Background: an optimization exercise with open tools, aiming at a short achievable clock period and few clock cycles. Do not read the settings as production practice.
Power figures rest on the tool's default switching activity, not on a simulated workload.

==> trial 38 <==
Design avr_top, start of the top module:
module avr_top (
	input wire logic clk,
	input wire logic reset,
	input wire logic [15:0] cdata,
	input wire logic [7:0] data_read,
	output logic [15:0] pc,
	output logic [15:0] dmem_addr,
	output logic dmem_wen,
	output logic dmem_ren,
	output logic [7:0] dmem_wdata
);
	avr_mem_pkg::dmem_req_t dmem;
	avr_cpu u_cpu (
		.clk(clk),
		.reset(reset),
		.cdata(cdata),
		.data_read(data_read),
		.pc(pc),
		.dmem(dmem)
	);
	assign dmem_addr = dmem.addr;
	assign dmem_wen = dmem.wen;
	assign dmem_ren = dmem.ren;
	assign dmem_wdata = dmem.wdata;
endmodule
==> flow/config.mk <==
export PLATFORM = sky130hd
export DESIGN_NAME = avr_top
export DESIGN_NICKNAME = avr_top
export VERILOG_FILES = /design/flow/design.v
export SDC_FILE = /design/flow/constraint.sdc
export NUM_CORES = 4
export LEC_CHECK = 0
export ABC_CLOCK_PERIOD_IN_PS = 2500
export CAP_MARGIN = 20
export CORE_MARGIN = 2
export CORE_UTILIZATION = 40
export SETUP_SLACK_MARGIN = 5
export SLEW_MARGIN = 20
==> flow/constraint.sdc <==
create_clock -name core_clock -period 10.0 [get_ports {clk}]
set_input_delay 2.0000 -clock core_clock [delete_from_list [all_inputs] [get_ports {clk}]]
set_output_delay 2.0000 -clock core_clock [all_outputs]
set_load 0.01 [all_outputs]
standard.sh (not shown) runs the stock make flow with config.mk's settings and CLKGATE_MAP_FILE= SYNTH_SCRIPT=/design/flow/synth_recipe.tcl, a recipe that flattens the netlist after the stock synthesis.
==> flow/flow/run.sh <==
#!/bin/bash
# Standard synthesis and layout; only the setup repair target is raised, so
# repair_timing keeps working on the paths after they meet the clock.
set -euo pipefail
bash standard.sh synth > synth.log 2>&1
bash standard.sh SETUP_SLACK_MARGIN=6.5 finish > layout.log 2>&1
==> build 27 (differences from trial 38) <==
--- a/flow/design.v
+++ b/flow/design.v
@@ -70,48 +70,12 @@
 	localparam logic [2:0] R_SHR = 3'd6;
 	localparam logic [1:0] F_NONE = 2'd0;
 	localparam logic [1:0] F_ARITH = 2'd1;
 	localparam logic [1:0] F_LOGIC = 2'd2;
 	localparam logic [1:0] F_SHIFT = 2'd3;
-	function automatic logic [16:0] padd(input logic [15:0] a, input logic [15:0] b, input logic ci);
-		logic [15:0] g;
-		logic [15:0] p;
-		logic [15:0] gg;
-		logic [15:0] pp;
-		logic [15:0] c;
-		g = a & b;
-		p = a ^ b;
-		gg = g;
-		gg[0] = g[0] | (p[0] & ci);
-		pp = p;
-		for (int d = 1; d < 16; d = d * 2) begin
-			for (int i = 15; i >= d; i--) begin
-				gg[i] = gg[i] | (pp[i] & gg[i - d]);
-				pp[i] = pp[i] & pp[i - d];
-			end
-		end
-		c = {gg[14:0], ci};
-		padd = {gg[15], p ^ c};
-	endfunction
 	logic [15:0] pc_q;
-	logic [15:0] fa1_q;      
-	logic [15:0] pc_inc;
-	logic [15:12] frp_q;
-	logic [15:12] frm_q;
-	logic [15:7] fbp_q;
-	logic [15:7] fbm_q;
-	logic [16:0] padd_pc;
-	assign padd_pc = padd(pc_q, 16'd0, 1'b1);
-	assign pc_inc = padd_pc[15:0];
-	logic [16:0] padd_frp;
-	logic [16:0] padd_frm;
-	logic [16:0] padd_fbp;
-	logic [16:0] padd_fbm;
-	assign padd_frp = padd({12'd0, pc_inc[15:12]}, 16'd0, 1'b1);
-	assign padd_frm = padd({12'd0, pc_inc[15:12]}, 16'h000f, 1'b0);
-	assign padd_fbp = padd({7'd0, pc_inc[15:7]}, 16'd0, 1'b1);
-	assign padd_fbm = padd({7'd0, pc_inc[15:7]}, 16'h01ff, 1'b0);
+	logic [15:0] fa_q;       
 	logic fv_q;              
 	logic sec_q;             
 	logic sec_st_q;
 	logic [4:0] sec_reg_q;
 	logic [7:0] regs [32];
@@ -125,11 +89,10 @@
 	logic e_cy_q;
 	logic [1:0] e_top_q;     
 	logic [7:0] opa_q;
 	logic [7:0] opb_q;
 	logic st_q;
-	logic [1:0] st_fcls_q;
 	logic st_a_q;
 	logic st_b_q;
 	logic ld1_v_q;
 	logic [4:0] ld1_reg_q;
 	logic ld2_v_q;
@@ -144,78 +107,68 @@
 	assign dmem.ren = dr_q;
 	assign dmem.wdata = dd_q;
 	logic [7:0] bx;
 	logic cin;
 	logic [8:0] sum;
-	logic [16:0] padd_e;
-	logic [7:0] lr;
-	logic [7:0] sr;
+	logic c4;
 	logic [7:0] res;
 	logic [7:0] sreg_n;
-	logic top;
-	logic z_ar;
-	logic z_lg;
-	logic z_sh;
-	logic [7:0] zk;
+	logic f_c;
+	logic f_h;
 	logic f_v;
+	logic f_z;
+	logic top;
 	always_comb begin
 		bx = e_sub_q ? ~opb_q : opb_q;
 		cin = e_sub_q ^ (e_cy_q & sreg_q[0]);
-		padd_e = padd({8'd0, opa_q}, {8'd0, bx}, cin);
-		sum = padd_e[8:0];
+		sum = {1'b0, opa_q} + {1'b0, bx} + {8'd0, cin};
+		c4 = opa_q[4] ^ bx[4] ^ sum[4];
 		case (e_top_q)
 		2'd1: top = opa_q[7];
 		2'd2: top = sreg_q[0];
 		default: top = 1'b0;
 		endcase
-		sr = {top, opa_q[7:1]};
-		case (e_rsel_q)
-		R_AND: lr = opa_q & opb_q;
-		R_OR: lr = opa_q | opb_q;
-		default: lr = opa_q ^ opb_q;
-		endcase
 		case (e_rsel_q)
 		R_ADD: res = sum[7:0];
-		R_AND, R_OR, R_EOR: res = lr;
+		R_AND: res = opa_q & opb_q;
+		R_OR: res = opa_q | opb_q;
+		R_EOR: res = opa_q ^ opb_q;
 		R_PASS: res = opb_q;
 		R_SWAP: res = {opa_q[3:0], opa_q[7:4]};
-		default: res = sr;
-		endcase
-		zk = opa_q ^ bx ^ {opa_q[6:0] | bx[6:0], cin};
-		z_ar = (zk == 8'd0);
-		case (e_rsel_q)
-		R_AND: z_lg = ((opa_q & opb_q) == 8'd0);
-		R_OR: z_lg = ((opa_q | opb_q) == 8'd0);
-		default: z_lg = (opa_q == opb_q);
+		default: res = {top, opa_q[7:1]};
 		endcase
-		z_sh = (sr == 8'd0);
+		f_z = (res == 8'd0);
+		f_c = sum[8] ^ e_sub_q;
+		f_h = c4 ^ e_sub_q;
 		f_v = (opa_q[7] == bx[7]) & (sum[7] != opa_q[7]);
 		sreg_n = sreg_q;
-		case (e_fcls_q)
-		F_ARITH: begin
-			sreg_n[0] = sum[8] ^ e_sub_q;
-			sreg_n[1] = z_ar & (~(e_cy_q & e_sub_q) | sreg_q[1]);
-			sreg_n[2] = sum[7];
-			sreg_n[3] = f_v;
-			sreg_n[4] = opa_q[7] ^ bx[7] ^ sum[8];
-			sreg_n[5] = opa_q[4] ^ bx[4] ^ sum[4] ^ e_sub_q;
-		end
-		F_LOGIC: begin
-			sreg_n[1] = z_lg;
-			sreg_n[2] = lr[7];
-			sreg_n[3] = 1'b0;
-			sreg_n[4] = lr[7];
-		end
-		F_SHIFT: begin
-			sreg_n[0] = opa_q[0];
-			sreg_n[1] = z_sh;
-			sreg_n[2] = top;
-			sreg_n[3] = top ^ opa_q[0];
-			sreg_n[4] = opa_q[0];
+		if (e_v_q) begin
+			case (e_fcls_q)
+			F_ARITH: begin
+				sreg_n[0] = f_c;
+				sreg_n[1] = f_z & (~(e_cy_q & e_sub_q) | sreg_q[1]);
+				sreg_n[2] = res[7];
+				sreg_n[3] = f_v;
+				sreg_n[4] = res[7] ^ f_v;
+				sreg_n[5] = f_h;
+			end
+			F_LOGIC: begin
+				sreg_n[1] = f_z;
+				sreg_n[2] = res[7];
+				sreg_n[3] = 1'b0;
+				sreg_n[4] = res[7];
+			end
+			F_SHIFT: begin
+				sreg_n[0] = opa_q[0];
+				sreg_n[1] = f_z;
+				sreg_n[2] = res[7];
+				sreg_n[3] = res[7] ^ opa_q[0];
+				sreg_n[4] = opa_q[0];
+			end
+			default: ;
+			endcase
 		end
-		default: ;
-		endcase
 		sreg_n[7:6] = 2'b00;
 	end
 	logic e_wr;
 	assign e_wr = e_v_q & e_we_q;
 	logic [15:0] w;
@@ -318,20 +271,14 @@
 	logic [7:0] rd_a;
 	logic [7:0] rd_b;
 	logic [7:0] rd_s;
 	logic [7:0] ld_wd;
 	assign ld_wd = data_read;
-	logic a_hi;
-	logic [7:0] rf_alo;
-	logic [7:0] rf_ahi;
-	assign a_hi = i_imm | w[8];
-	assign rf_alo = regs[{1'b0, w[7:4]}];
-	assign rf_ahi = regs[{1'b1, w[7:4]}];
 	always_comb begin
 		if (e_wr && e_dest_q == sel_a) rd_a = res;
 		else if (ld2_v_q && ld2_reg_q == sel_a) rd_a = ld_wd;
-		else rd_a = a_hi ? rf_ahi : rf_alo;
+		else rd_a = regs[sel_a];
 		if (e_wr && e_dest_q == sel_b) rd_b = res;
 		else if (ld2_v_q && ld2_reg_q == sel_b) rd_b = ld_wd;
 		else rd_b = regs[sel_b];
 		if (ld2_v_q && ld2_reg_q == sec_reg_q) rd_s = ld_wd;
 		else rd_s = regs[sec_reg_q];
@@ -341,53 +288,30 @@
 	logic haz;
 	assign haz_a = ld1_v_q & d_rda & (ld1_reg_q == sel_a);
 	assign haz_b = ld1_v_q & d_rdb & (ld1_reg_q == sel_b);
 	assign haz = d_go & d_alu & (haz_a | haz_b);
 	logic taken;
-	logic [15:0] t_rj;
-	logic [12:0] lo_rj;
-	logic [16:0] padd_rj;
-	logic [16:0] padd_br;
-	logic [7:0] lo_br;
-	logic [15:0] t_br;
+	logic [15:0] off;
 	logic [15:0] target;
 	logic [15:0] fa1;
-	assign fa1 = fa1_q;
+	assign fa1 = fa_q + 16'd1;
 	always_comb begin
 		taken = 1'b0;
 		if (d_go) begin
 			if (i_rjmp) taken = 1'b1;
 			if (i_br && (sreg_n[w[2:0]] != w[10])) taken = 1'b1;
 		end
-		padd_rj = padd({4'd0, fa1[11:0]}, {4'd0, w[11:0]}, 1'b0);
-		lo_rj = padd_rj[12:0];
-		case ({lo_rj[12], w[11]})
-		2'b01: t_rj = {frm_q, lo_rj[11:0]};
-		2'b10: t_rj = {frp_q, lo_rj[11:0]};
-		default: t_rj = {fa1[15:12], lo_rj[11:0]};
-		endcase
-		padd_br = padd({9'd0, fa1[6:0]}, {9'd0, w[9:3]}, 1'b0);
-		lo_br = padd_br[7:0];
-		case ({lo_br[7], w[9]})
-		2'b01: t_br = {fbm_q, lo_br[6:0]};
-		2'b10: t_br = {fbp_q, lo_br[6:0]};
-		default: t_br = {fa1[15:7], lo_br[6:0]};
-		endcase
-		target = i_rjmp ? t_rj : t_br;
+		off = i_rjmp ? {{4{w[11]}}, w[11:0]} : {{9{w[9]}}, w[9:3]};
+		target = fa1 + off;
 	end
 	always_ff @(posedge clk) begin
-		fa1_q <= pc_inc;
-		frp_q <= padd_frp[3:0];
-		frm_q <= padd_frm[3:0];
-		fbp_q <= padd_fbp[8:0];
-		fbm_q <= padd_fbm[8:0];
+		fa_q <= pc_q;
 		if (reset) begin
 			pc_q <= '0;
 			fv_q <= 1'b0;
 			sec_q <= 1'b0;
 			e_v_q <= 1'b0;
-			e_fcls_q <= F_NONE;
 			st_q <= 1'b0;
 			ld1_v_q <= 1'b0;
 			ld2_v_q <= 1'b0;
 			dw_q <= 1'b0;
 			dr_q <= 1'b0;
@@ -404,11 +328,11 @@
 				fv_q <= 1'b0;
 			end else if (haz) begin
 				pc_q <= pc_q;
 				fv_q <= 1'b0;
 			end else begin
-				pc_q <= pc_inc;
+				pc_q <= pc_q + 16'd1;
 				fv_q <= 1'b1;
 			end
 			sec_q <= 1'b0;
 			if (fv_q && sec_q) begin
 				da_q <= w;
@@ -426,26 +350,24 @@
 				sec_st_q <= w[9];
 				sec_reg_q <= w[8:4];
 			end
 			if (st_q) begin
 				e_v_q <= 1'b1;
-				e_fcls_q <= st_fcls_q;
 				st_q <= 1'b0;
 			end else begin
 				e_v_q <= d_go & d_alu & ~haz;
-				e_fcls_q <= (d_go & d_alu & ~haz) ? d_fcls : F_NONE;
-				st_fcls_q <= d_fcls;
 				st_q <= haz;
 			end
 		end
 		if (st_q) begin
 			if (st_a_q) opa_q <= ld_wd;
 			if (st_b_q) opb_q <= ld_wd;
 		end else begin
 			e_we_q <= d_we;
 			e_dest_q <= d_dest;
 			e_rsel_q <= d_rsel;
+			e_fcls_q <= d_fcls;
 			e_sub_q <= d_sub;
 			e_cy_q <= d_cy;
 			e_top_q <= d_top;
 			st_a_q <= haz_a & ~d_azero;
 			st_b_q <= (haz_b & (d_bsrc == 2'd0)) | (haz_a & (d_bsrc == 2'd2));
==> flow/run.sh (new file) <==
#!/bin/bash
# synth_recipe.tcl (not shown) runs the flow's synth.tcl, then flattens the netlist and writes it again
# the make line also repeats each setting of config.mk as NAME=value (left out here)
make -C /OpenROAD-flow-scripts/flow DESIGN_CONFIG=/design/flow/config.mk WORK_HOME=/design/flow/orfs CLKGATE_MAP_FILE= SYNTH_SCRIPT=/design/flow/synth_recipe.tcl finish
ABC_CLOCK_PERIOD_IN_PS = default   (was 2500)
SETUP_SLACK_MARGIN = default   (was 5)
removed: flow/flow/run.sh
removed: flow/standard.sh
==> build 33 (differences from trial 38) <==
--- a/flow/design.v
+++ b/flow/design.v
@@ -51,10 +51,43 @@
 		logic [7:0] wdata;
 	} dmem_req_t;
 endpackage
 `default_nettype wire
 `default_nettype none
+module avr_target (
+	input wire logic [15:0] w,
+	input wire logic [15:0] fa1,
+	input wire logic [15:12] frp,
+	input wire logic [15:12] frm,
+	input wire logic [15:7] fbp,
+	input wire logic [15:7] fbm,
+	output logic [15:0] target
+);
+	logic [12:0] lo_rj;
+	logic [7:0] lo_br;
+	logic [15:0] t_rj;
+	logic [15:0] t_br;
+	logic i_rjmp;
+	always_comb begin
+		i_rjmp = (w[15:12] == 4'b1100);
+		lo_rj = {1'b0, fa1[11:0]} + {1'b0, w[11:0]};
+		case ({lo_rj[12], w[11]})
+		2'b01: t_rj = {frm, lo_rj[11:0]};
+		2'b10: t_rj = {frp, lo_rj[11:0]};
+		default: t_rj = {fa1[15:12], lo_rj[11:0]};
+		endcase
+		lo_br = {1'b0, fa1[6:0]} + {1'b0, w[9:3]};
+		case ({lo_br[7], w[9]})
+		2'b01: t_br = {fbm, lo_br[6:0]};
+		2'b10: t_br = {fbp, lo_br[6:0]};
+		default: t_br = {fa1[15:7], lo_br[6:0]};
+		endcase
+		target = i_rjmp ? t_rj : t_br;
+	end
+endmodule
+`default_nettype wire
+`default_nettype none
 module avr_cpu (
 	input wire logic clk,
 	input wire logic reset,
 	input wire avr_isa_pkg::opcode_t cdata,
 	input wire avr_isa_pkg::byte_t data_read,
@@ -90,10 +123,27 @@
 			end
 		end
 		c = {gg[14:0], ci};
 		padd = {gg[15], p ^ c};
 	endfunction
+	function automatic logic [12:0] csadd12(input logic [11:0] a, input logic [11:0] b);
+		logic [3:0] s0 [4];
+		logic [3:0] s1 [4];
+		logic c;
+		logic [12:0] r;
+		for (int j = 0; j < 4; j++) begin
+			s0[j] = {1'b0, a[3*j +: 3]} + {1'b0, b[3*j +: 3]};
+			s1[j] = {1'b0, a[3*j +: 3]} + {1'b0, b[3*j +: 3]} + 4'd1;
+		end
+		c = 1'b0;
+		for (int j = 0; j < 4; j++) begin
+			r[3*j +: 3] = c ? s1[j][2:0] : s0[j][2:0];
+			c = c ? s1[j][3] : s0[j][3];
+		end
+		r[12] = c;
+		csadd12 = r;
+	endfunction
 	logic [15:0] pc_q;
 	logic [15:0] fa1_q;      
 	logic [15:0] pc_inc;
 	logic [15:12] frp_q;
 	logic [15:12] frm_q;
@@ -112,10 +162,11 @@
 	assign padd_fbm = padd({7'd0, pc_inc[15:7]}, 16'h01ff, 1'b0);
 	logic fv_q;              
 	logic sec_q;             
 	logic sec_st_q;
 	logic [4:0] sec_reg_q;
+	logic [7:0] sdat_q;
 	logic [7:0] regs [32];
 	logic [7:0] sreg_q;
 	logic e_v_q;
 	logic e_we_q;
 	logic [4:0] e_dest_q;
@@ -332,23 +383,22 @@
 		else rd_a = a_hi ? rf_ahi : rf_alo;
 		if (e_wr && e_dest_q == sel_b) rd_b = res;
 		else if (ld2_v_q && ld2_reg_q == sel_b) rd_b = ld_wd;
 		else rd_b = regs[sel_b];
 		if (ld2_v_q && ld2_reg_q == sec_reg_q) rd_s = ld_wd;
-		else rd_s = regs[sec_reg_q];
+		else rd_s = sdat_q;
 	end
 	logic haz_a;
 	logic haz_b;
 	logic haz;
 	assign haz_a = ld1_v_q & d_rda & (ld1_reg_q == sel_a);
 	assign haz_b = ld1_v_q & d_rdb & (ld1_reg_q == sel_b);
 	assign haz = d_go & d_alu & (haz_a | haz_b);
 	logic taken;
 	logic [15:0] t_rj;
 	logic [12:0] lo_rj;
-	logic [16:0] padd_rj;
-	logic [16:0] padd_br;
+	logic [12:0] padd_br;
 	logic [7:0] lo_br;
 	logic [15:0] t_br;
 	logic [15:0] target;
 	logic [15:0] fa1;
 	assign fa1 = fa1_q;
@@ -356,35 +406,69 @@
 		taken = 1'b0;
 		if (d_go) begin
 			if (i_rjmp) taken = 1'b1;
 			if (i_br && (sreg_n[w[2:0]] != w[10])) taken = 1'b1;
 		end
-		padd_rj = padd({4'd0, fa1[11:0]}, {4'd0, w[11:0]}, 1'b0);
-		lo_rj = padd_rj[12:0];
-		case ({lo_rj[12], w[11]})
-		2'b01: t_rj = {frm_q, lo_rj[11:0]};
-		2'b10: t_rj = {frp_q, lo_rj[11:0]};
-		default: t_rj = {fa1[15:12], lo_rj[11:0]};
-		endcase
-		padd_br = padd({9'd0, fa1[6:0]}, {9'd0, w[9:3]}, 1'b0);
-		lo_br = padd_br[7:0];
-		case ({lo_br[7], w[9]})
-		2'b01: t_br = {fbm_q, lo_br[6:0]};
-		2'b10: t_br = {fbp_q, lo_br[6:0]};
-		default: t_br = {fa1[15:7], lo_br[6:0]};
-		endcase
-		target = i_rjmp ? t_rj : t_br;
 	end
+	avr_target u_target (
+		.w(w),
+		.fa1(fa1),
+		.frp(frp_q),
+		.frm(frm_q),
+		.fbp(fbp_q),
+		.fbm(fbm_q),
+		.target(target)
+	);
+	localparam int BT_N = 4;
+	localparam logic [1:0] BT_INIT = 2'd3;
+	logic [15:0] fa_q;
+	logic pred_q;
+	logic [$clog2(BT_N)-1:0] pidx_q;
+	logic [BT_N-1:0] bt_v_q;
+	logic [15:0] bt_tag_q [BT_N];
+	logic [15:0] bt_tgt_q [BT_N];
+	logic [1:0] bt_ctr_q [BT_N];
+	logic [$clog2(BT_N)-1:0] bt_rr_q;
+	logic bt_hit;
+	logic bu_br_q;
+	logic bu_bad_q;
+	logic bu_tk_q;
+	logic bu_pred_q;
+	logic [$clog2(BT_N)-1:0] bu_idx_q;
+	logic [15:0] bu_tag_q;
+	logic [15:0] bu_tgt_q;
+	logic [$clog2(BT_N)-1:0] bt_idx;
+	logic [15:0] bt_tgt;
+	always_comb begin
+		bt_hit = 1'b0;
+		bt_idx = '0;
+		bt_tgt = '0;
+		for (int i = 0; i < BT_N; i++) begin
+			if (bt_v_q[i] && bt_tag_q[i] == pc_q) begin
+				bt_hit = 1'b1;
+				bt_idx = i[$clog2(BT_N)-1:0];
+				bt_tgt = bt_tgt_q[i];
+			end
+		end
+	end
+	logic redir;
+	assign redir = fv_q & ~haz & ((d_go & taken) != pred_q);
 	always_ff @(posedge clk) begin
 		fa1_q <= pc_inc;
+		fa_q <= pc_q;
 		frp_q <= padd_frp[3:0];
 		frm_q <= padd_frm[3:0];
 		fbp_q <= padd_fbp[8:0];
 		fbm_q <= padd_fbm[8:0];
 		if (reset) begin
 			pc_q <= '0;
 			fv_q <= 1'b0;
+			pred_q <= 1'b0;
+			bt_v_q <= '0;
+			bt_rr_q <= '0;
+			bu_br_q <= 1'b0;
+			bu_bad_q <= 1'b0;
 			sec_q <= 1'b0;
 			e_v_q <= 1'b0;
 			e_fcls_q <= F_NONE;
 			st_q <= 1'b0;
 			ld1_v_q <= 1'b0;
@@ -397,20 +481,47 @@
 			ld2_v_q <= ld1_v_q;
 			ld2_reg_q <= ld1_reg_q;
 			ld1_v_q <= 1'b0;
 			dw_q <= 1'b0;
 			dr_q <= 1'b0;
-			if (taken) begin
-				pc_q <= target;
+			if (redir) begin
+				pc_q <= taken ? target : fa1;
 				fv_q <= 1'b0;
 			end else if (haz) begin
-				pc_q <= pc_q;
+				pc_q <= fa1;
 				fv_q <= 1'b0;
 			end else begin
-				pc_q <= pc_inc;
+				pc_q <= bt_hit ? bt_tgt : pc_inc;
 				fv_q <= 1'b1;
 			end
+			pred_q <= bt_hit;
+			pidx_q <= bt_idx;
+			bu_br_q <= d_go & (i_br | i_rjmp);
+			bu_bad_q <= fv_q & pred_q & ~haz & ~(d_go & (i_br | i_rjmp));
+			bu_tk_q <= taken;
+			bu_pred_q <= pred_q;
+			bu_idx_q <= pidx_q;
+			bu_tag_q <= fa_q;
+			bu_tgt_q <= target;
+			if (bu_br_q) begin
+				if (bu_tk_q) begin
+					if (bu_pred_q) begin
+						if (bt_ctr_q[bu_idx_q] != 2'd3) bt_ctr_q[bu_idx_q] <= bt_ctr_q[bu_idx_q] + 2'd1;
+					end else begin
+						bt_v_q[bt_rr_q] <= 1'b1;
+						bt_tag_q[bt_rr_q] <= bu_tag_q;
+						bt_tgt_q[bt_rr_q] <= bu_tgt_q;
+						bt_ctr_q[bt_rr_q] <= BT_INIT;
+						bt_rr_q <= bt_rr_q + 1'b1;
+					end
+				end else if (bu_pred_q) begin
+					if (bt_ctr_q[bu_idx_q] == 2'd2) bt_v_q[bu_idx_q] <= 1'b0;
+					else bt_ctr_q[bu_idx_q] <= bt_ctr_q[bu_idx_q] - 2'd1;
+				end
+			end else if (bu_bad_q) begin
+				bt_v_q[bu_idx_q] <= 1'b0;
+			end
 			sec_q <= 1'b0;
 			if (fv_q && sec_q) begin
 				da_q <= w;
 				if (sec_st_q) begin
 					dw_q <= 1'b1;
@@ -423,10 +534,11 @@
 			end
 			if (d_go && i_mem) begin
 				sec_q <= 1'b1;
 				sec_st_q <= w[9];
 				sec_reg_q <= w[8:4];
+				sdat_q <= rd_a;
 			end
 			if (st_q) begin
 				e_v_q <= 1'b1;
 				e_fcls_q <= st_fcls_q;
 				st_q <= 1'b0;
CAP_MARGIN = 30   (was 20)
SYNTH_HIERARCHICAL = 1   (was default)
==> summary of the runs <==
Trial 38 finished clean. Build 33 went through all stages and came out clean. Build 27 ran to the end with no violations. Power, lowest first: build 27, trial 38, build 33. Synthesized cell count: build 27 < trial 38 < build 33. The lowest global-route usage belongs to build 33, the highest to trial 38. Between trial 38 and build 27, the lower via count is in build 27 (gap about 11%, measured against build 27). Clock-buffer cell count: build 27 < trial 38 < build 33. Design area, highest first: build 33, trial 38, build 27. The lowest clock skew belongs to build 27, the highest to build 33. Hold slack, highest first: trial 38, build 33, build 27. Setup slack, highest first: trial 38, build 33, build 27. The lowest clock power belongs to build 27, the highest to build 33.
==> figures <==
item                                                                                 build 33                    build 27                    trial 38
Switching part of the total                                                             29.8%                       31.1%                       34.5%
Met2 track utilization from global routing                                              49.0%                       69.1%                       70.7%
Run status                                                            complete, no violations     complete, no violations     complete, no violations
Met3 layer wire length in the routed design                                          18900 µm                    27500 µm                    30600 µm
Transition time at the pin with the least slew margin                                 1.11 ns                     1.32 ns                     1.33 ns
Distinct cells, synth                                                                      99                          76                          95
Antenna diodes                                                                              4                           8                          13
Max transition margin                                                                   26.0%                       11.9%                       11.2%
Adder-cell share of the synthesized area                                                2.85%                       2.48%                       3.31%
Num sequential                                                                            609                         374                         400
Violation count after the first detailed-route iteration                                 4882                        5019                        6149
Hold_sp                                                                u_cpu.fa_q[10]$_DFF_P_  u_cpu.pc_q[3]$_SDFFE_PP0P_  u_cpu.pc_q[0]$_SDFFE_PP0P_
Insertion delay of the later-clocked pin in the worst-skew pair                       0.67 ns                     0.60 ns                     0.65 ns
Ratio of cells with drive above 1 in the final layout                                   24.8%                       9.67%                       23.6%
Initial antenna violation count                                                            11                          17                          14
Origin of the worst setup path                                                       cdata[4]                    cdata[0]                    cdata[0]
Sequential power                                                                      2.68 mW                     1.59 mW                     1.71 mW
Hold-critical path endpoint                                      u_cpu.bu_tag_q[10]$_DFFE_PN_       u_cpu.fa_q[3]$_DFF_P_      u_cpu.fa1_q[0]$_DFF_P_
Post-synthesis simple-gate area fraction                                                15.9%                       20.7%                       19.7%
Number of clock-tree buffers in the layout                                                 92                          60                          64
Combined buffer and inverter count along the critical path                                  4                           2                           5
Seq/Total Area, Yosys                                                                   44.5%                       33.4%                       32.9%
No run of this note included a check of the RTL's function; only the layout flow was run.

## what the ideal ports hide
The flow's constraints put no driver on any port. The routed layouts listed below were extracted and timed again, unchanged, in two steps.
Step 1: set_driving_cell puts a clkbuf_16 on clk and a buf_2 on each other input, an assumption about the parent block.
Step 2, shift: input delay + t, output delay - t, t = (earliest + latest rising clock arrival at the registers) / 2. This alone moves slack from input paths to output paths.
a / b / c = no drivers / after step 1 / after step 2; a / b = the first two.
run	shift t [ns]	setup slack, ns	worst hold slack (ns)	worst slew at a driven data input, ns	pins driven straight from the clock port
trial 38	0.694	5.570 / 5.583 / 4.889	0.444 / 0.444 / 0.444	0.23	1
build 27	0.649	3.880 / 3.924 / 3.274	0.382 / 0.382 / 0.382	0.05	1
build 33	0.711	5.550 / 5.558 / 4.848	0.404 / 0.404 / 0.404	0.08	1
After both steps setup and hold are still met in every run listed. For build 33, which loses most, drivers alone change the setup slack by +0.008 ns; drivers and shift together by -0.702 ns.
